Background: an optimization exercise with open tools, aiming at small area. Do not read the settings as production practice.
Only simulation tests tie the RTL to the original design; equivalence was not proved.
Power figures rest on the tool's default switching activity, not on a simulated workload. The flow treats the clock pin as an ideal source, which a real chip does not have.

## mnist_frame_binarizer
module mnist_frame_binarizer
(
    input  logic                  clk,
    input  logic                  rst_n,
    input  logic                  in_valid,
    output logic                  in_ready,
    input  logic [mnist_frame_binarizer_pkg::PIX_W-1:0] in_pixel,
    input  logic                  in_last,
    output logic                  out_valid,
    input  logic                  out_ready,
    output logic [mnist_frame_binarizer_pkg::NET_INPUTS-1:0] out_frame,
    output logic                  frame_err
    ,
    output logic [7:0]            err_cnt
);
    logic                  hold_q;
    logic [mnist_frame_binarizer_pkg::NET_INPUTS-1:0] asm_q;
    logic                  beat;
    logic                  pix_bit;
    logic                  in_crop;
    logic                  is_final;
    logic                  frame_done;
    logic                  out_free;
    logic                  out_take;
    logic                  load;
    assign in_ready = !hold_q;
    mnist_crop_counter u_cnt (
        .clk      (clk),
        .rst_n    (rst_n),
        .beat     (beat),
        .in_last  (in_last),
        .in_crop  (in_crop),
        .is_final (is_final)
    );
    always_comb begin
        beat       = in_valid && !hold_q;
        pix_bit    = (in_pixel >= mnist_frame_binarizer_pkg::THRESH_V);
        frame_done = beat && is_final && in_last;
        out_free   = !out_valid || out_ready;
        out_take   = out_valid && out_ready;
        load       = (frame_done && out_free) || (hold_q && out_take);
    end
    always_ff @(posedge clk) begin
        if (beat && in_crop) begin
            asm_q <= {pix_bit, asm_q[mnist_frame_binarizer_pkg::NET_INPUTS-1:1]};
        end
        if (load) begin
            out_frame <= asm_q;
        end
    end
  ...
For scale: about 900 cells after synthesis.
clock: 6.5 ns
lec_check: 0
cap_margin: 0
core_margin: 2
core_utilization: 70
cts_buf_list: sky130_fd_sc_hd__clkbuf_16
cts_cluster_diameter: 200
cts_cluster_size: 33
slew_margin: 0
standard.sh (not shown) runs the stock make flow with config.mk's settings and CLKGATE_MAP_FILE= SYNTH_SCRIPT=/design/flow/synth_recipe.tcl, a recipe that flattens the netlist after the stock synthesis.
==> flow/flow/run.sh <==
#!/bin/bash
# Standard layout with these changes:
#  - the combinational logic of the standard synthesis is re-mapped for area
#    (flip-flops untouched), before floorplanning;
#  - every input and output port gets the smallest buffer;
set -euo pipefail
here=$(pwd)
export BUFFER_PORTS_ARGS="-buffer_cell sky130_fd_sc_hd__buf_1"
# The standard clock tree settings, without dummy loads on the leaf nets.
export CTS_ARGS="-sink_clustering_enable -repair_clock_nets -sink_clustering_size 33 -sink_clustering_max_diameter 200 -buf_list sky130_fd_sc_hd__clkbuf_16 -dont_use_dummy_load"
R=$here/orfs/results/$FLOW_PLATFORM/mnist_frame_binarizer/base
LIB=$FLOW_HOME/platforms/sky130hd/lib/sky130_fd_sc_hd__tt_025C_1v80.lib

bash standard.sh synth > synth.log 2>&1

# Cells the flow may not use, as the standard synthesis passed them to abc.
DU=$(grep -o -- "-dont_use [A-Za-z0-9_]*" orfs/logs/$FLOW_PLATFORM/mnist_frame_binarizer/base/1_2_yosys.log | sort -u | tr '\n' ' ')
cp $R/1_2_yosys.v std_synth.v
sed -e "s#@LIB@#$LIB#g" -e "s#@IN@#$here/std_synth.v#" -e "s#@TOP@#$FLOW_TOP#" \
    -e "s#@DONTUSE@#$DU#" -e "s#@SCRIPT@#$here/flow/area.abc#" -e "s#@OUT@#$here/resyn_all.v#" \
    flow/resyn.ys.in > resyn.ys
yosys -l resyn.log resyn.ys > /dev/null 2>&1
# Keep only the top module (the file also holds the cell models yosys read).
awk -v top="$FLOW_TOP" '$1=="module"{keep=($2 ~ "^"top"[ (]")} keep{print} $1=="endmodule"{keep=0}' resyn_all.v > resyn.v
grep -q "^module $FLOW_TOP" resyn.v
cp resyn.v $R/1_2_yosys.v
touch $R/1_2_yosys.v

bash standard.sh finish > standard.log 2>&1
==> flow/flow/area.abc <==
&get -n
&deepsyn -T 20 -S 1
&put
dch -f
amap
==> flow/flow/resyn.ys.in <==
# Re-map the combinational logic of the standard synthesis for area. The
# flip-flops are kept as they are (same cells, same instance names).
read_liberty -ignore_miss_func @LIB@
read_verilog @IN@
hierarchy -top @TOP@
setattr -mod -set keep_hierarchy 1 sky130_fd_sc_hd__df* sky130_fd_sc_hd__edf* sky130_fd_sc_hd__sdf* sky130_fd_sc_hd__dl* sky130_fd_sc_hd__sedf*
flatten
opt -purge
abc -liberty @LIB@ @DONTUSE@ -script @SCRIPT@
# left out here: clean up, clear keep_hierarchy
stat -liberty @LIB@
write_verilog -noattr -noexpr -nohex -nodec @OUT@
The baseline ran to the end with no violations.
Then changed:
--- a/flow/flow/run.sh
+++ b/flow/flow/run.sh
@@ -4,7 +4,11 @@
 #    (flip-flops untouched), before floorplanning;
 #  - every input and output port gets the smallest buffer;
+#  - the placement-stage repair may use only small buffers and inverters;
+#  - the clock tree has no dummy loads.
 set -euo pipefail
 here=$(pwd)
 export BUFFER_PORTS_ARGS="-buffer_cell sky130_fd_sc_hd__buf_1"
+export PRE_GLOBAL_PLACE_TCL=$here/flow/small_bufs.tcl
+export PRE_RESIZE_TCL=$here/flow/small_bufs.tcl
 # The standard clock tree settings, without dummy loads on the leaf nets.
 export CTS_ARGS="-sink_clustering_enable -repair_clock_nets -sink_clustering_size 33 -sink_clustering_max_diameter 200 -buf_list sky130_fd_sc_hd__clkbuf_16 -dont_use_dummy_load"
==> flow/flow/small_bufs.tcl (new file) <==
# Keep the repair of the two 400-load enable nets to small buffers: the
# timing has slack to spare and a tree of small buffers takes less area.
set_dont_use {
  sky130_fd_sc_hd__buf_6 sky130_fd_sc_hd__buf_8 sky130_fd_sc_hd__buf_12 sky130_fd_sc_hd__buf_16
  sky130_fd_sc_hd__bufinv_8 sky130_fd_sc_hd__bufinv_16 sky130_fd_sc_hd__bufbuf_8 sky130_fd_sc_hd__bufbuf_16
  sky130_fd_sc_hd__clkbuf_8 sky130_fd_sc_hd__clkbuf_16
  sky130_fd_sc_hd__inv_8 sky130_fd_sc_hd__inv_12 sky130_fd_sc_hd__inv_16
  sky130_fd_sc_hd__clkinv_8 sky130_fd_sc_hd__clkinv_16
}
Settings changed: CORE_UTILIZATION 70 to 75.
The new run did not get past 4_1_cts.
Synthesized cell count stays the same.
Area after synthesis is unchanged.
Then changed:
--- a/flow/flow/run.sh
+++ b/flow/flow/run.sh
@@ -1,16 +1,10 @@
 #!/bin/bash
-# Standard layout with these changes:
+# Standard layout with two changes:
 #  - the combinational logic of the standard synthesis is re-mapped for area
 #    (flip-flops untouched), before floorplanning;
-#  - every input and output port gets the smallest buffer;
-#  - the placement-stage repair may use only small buffers and inverters;
-#  - the clock tree has no dummy loads.
+#  - every input and output port gets the smallest buffer.
 set -euo pipefail
 here=$(pwd)
 export BUFFER_PORTS_ARGS="-buffer_cell sky130_fd_sc_hd__buf_1"
-export PRE_GLOBAL_PLACE_TCL=$here/flow/small_bufs.tcl
-export PRE_RESIZE_TCL=$here/flow/small_bufs.tcl
-# The standard clock tree settings, without dummy loads on the leaf nets.
-export CTS_ARGS="-sink_clustering_enable -repair_clock_nets -sink_clustering_size 33 -sink_clustering_max_diameter 200 -buf_list sky130_fd_sc_hd__clkbuf_16 -dont_use_dummy_load"
 R=$here/orfs/results/$FLOW_PLATFORM/mnist_frame_binarizer/base
 LIB=$FLOW_HOME/platforms/sky130hd/lib/sky130_fd_sc_hd__tt_025C_1v80.lib
==> flow/flow/area.abc (replaced) <==
strash
dc2
dch -f
amap
topo
Settings changed: CORE_UTILIZATION 75 to 60, CTS_CLUSTER_SIZE 33 to 30.
removed: flow/flow/small_bufs.tcl
- This time the run finished with timing, DRC and antenna clean
- synthesized area barely changes
- synthesized cell count came out higher slightly
Then changed:
==> flow/flow/run.sh (replaced) <==
#!/bin/bash
# Standard layout, but with the smallest buffer on every input and output port.
set -euo pipefail
export BUFFER_PORTS_ARGS="-buffer_cell sky130_fd_sc_hd__buf_1"
# The standard clock tree settings, without dummy loads on the leaf nets.
export CTS_ARGS="-sink_clustering_enable -repair_clock_nets -sink_clustering_size 34 -sink_clustering_max_diameter 200 -buf_list sky130_fd_sc_hd__clkbuf_16 -dont_use_dummy_load"
bash standard.sh > standard.log 2>&1
Settings changed: CORE_UTILIZATION 60 to 80, CTS_CLUSTER_SIZE 30 to 34.
removed: flow/flow/area.abc
removed: flow/flow/resyn.ys.in
What happened: With this change the flow aborted during 3_5_place_dp; synthesized area increases slightly; synthesized cell count decreases slightly.
Then changed:
==> flow/flow/run.sh (replaced) <==
#!/bin/bash
# Standard layout, but with the smallest buffer on every input and output port.
set -euo pipefail
export BUFFER_PORTS_ARGS="-buffer_cell sky130_fd_sc_hd__buf_1"
bash standard.sh > standard.log 2>&1
Settings changed: CORE_UTILIZATION 80 to 50, CTS_CLUSTER_SIZE 34 to 30.
After rerunning: The new run ran to the end with no violations. Synthesized cell count is unchanged. Area after synthesis stays the same.
Then changed:
Settings changed: CORE_UTILIZATION 50 to 60, CTS_CLUSTER_SIZE 30 to 33.
Outcome: The new run passed the timing, DRC and antenna checks; total power came out lower by 0.60%; die area goes down by 16%; hold slack is worse by 0.0070 ns; routed wire length grows by 2.5%; worst setup slack gets better by 0.15 ns; via count increases by 1.6%; clock skew came out lower by 0.010 ns; sequential power stays flat.

==> port drivers added, routing unchanged <==
Ports are ideal in the flow. The routed layouts listed here were re-timed in OpenROAD.
Step 1 (the two cells are an assumption about what drives the block):
set clk [get_ports {clk}]
set_driving_cell -lib_cell sky130_fd_sc_hd__clkbuf_16 $clk
set_driving_cell -lib_cell sky130_fd_sc_hd__buf_2 [delete_from_list [all_inputs] $clk]
Step 2, shift: input delay + t, output delay - t, t = (earliest + latest rising clock arrival at the registers) / 2. This alone moves slack from input paths to output paths.
a / b / c = no drivers / after step 1 / after step 2; a / b = the first two.
run	t (ns)	slack for setup (ns)	slew at the worst register clock pin (ns)	pins driven straight from the clock port
the first run	0.629	2.481 / 2.505 / 1.876	0.12 / 0.12	1
the third run	0.673	3.200 / 3.200 / 2.667	0.11 / 0.11	1
the fifth run	0.651	3.108 / 3.108 / 2.543	0.12 / 0.12	1
the sixth run	0.658	3.260 / 3.291 / 2.633	0.12 / 0.12	1
After both steps every run listed still meets setup and hold. For the sixth run, which loses most, drivers alone change the setup slack by +0.031 ns; drivers and shift together by -0.627 ns.
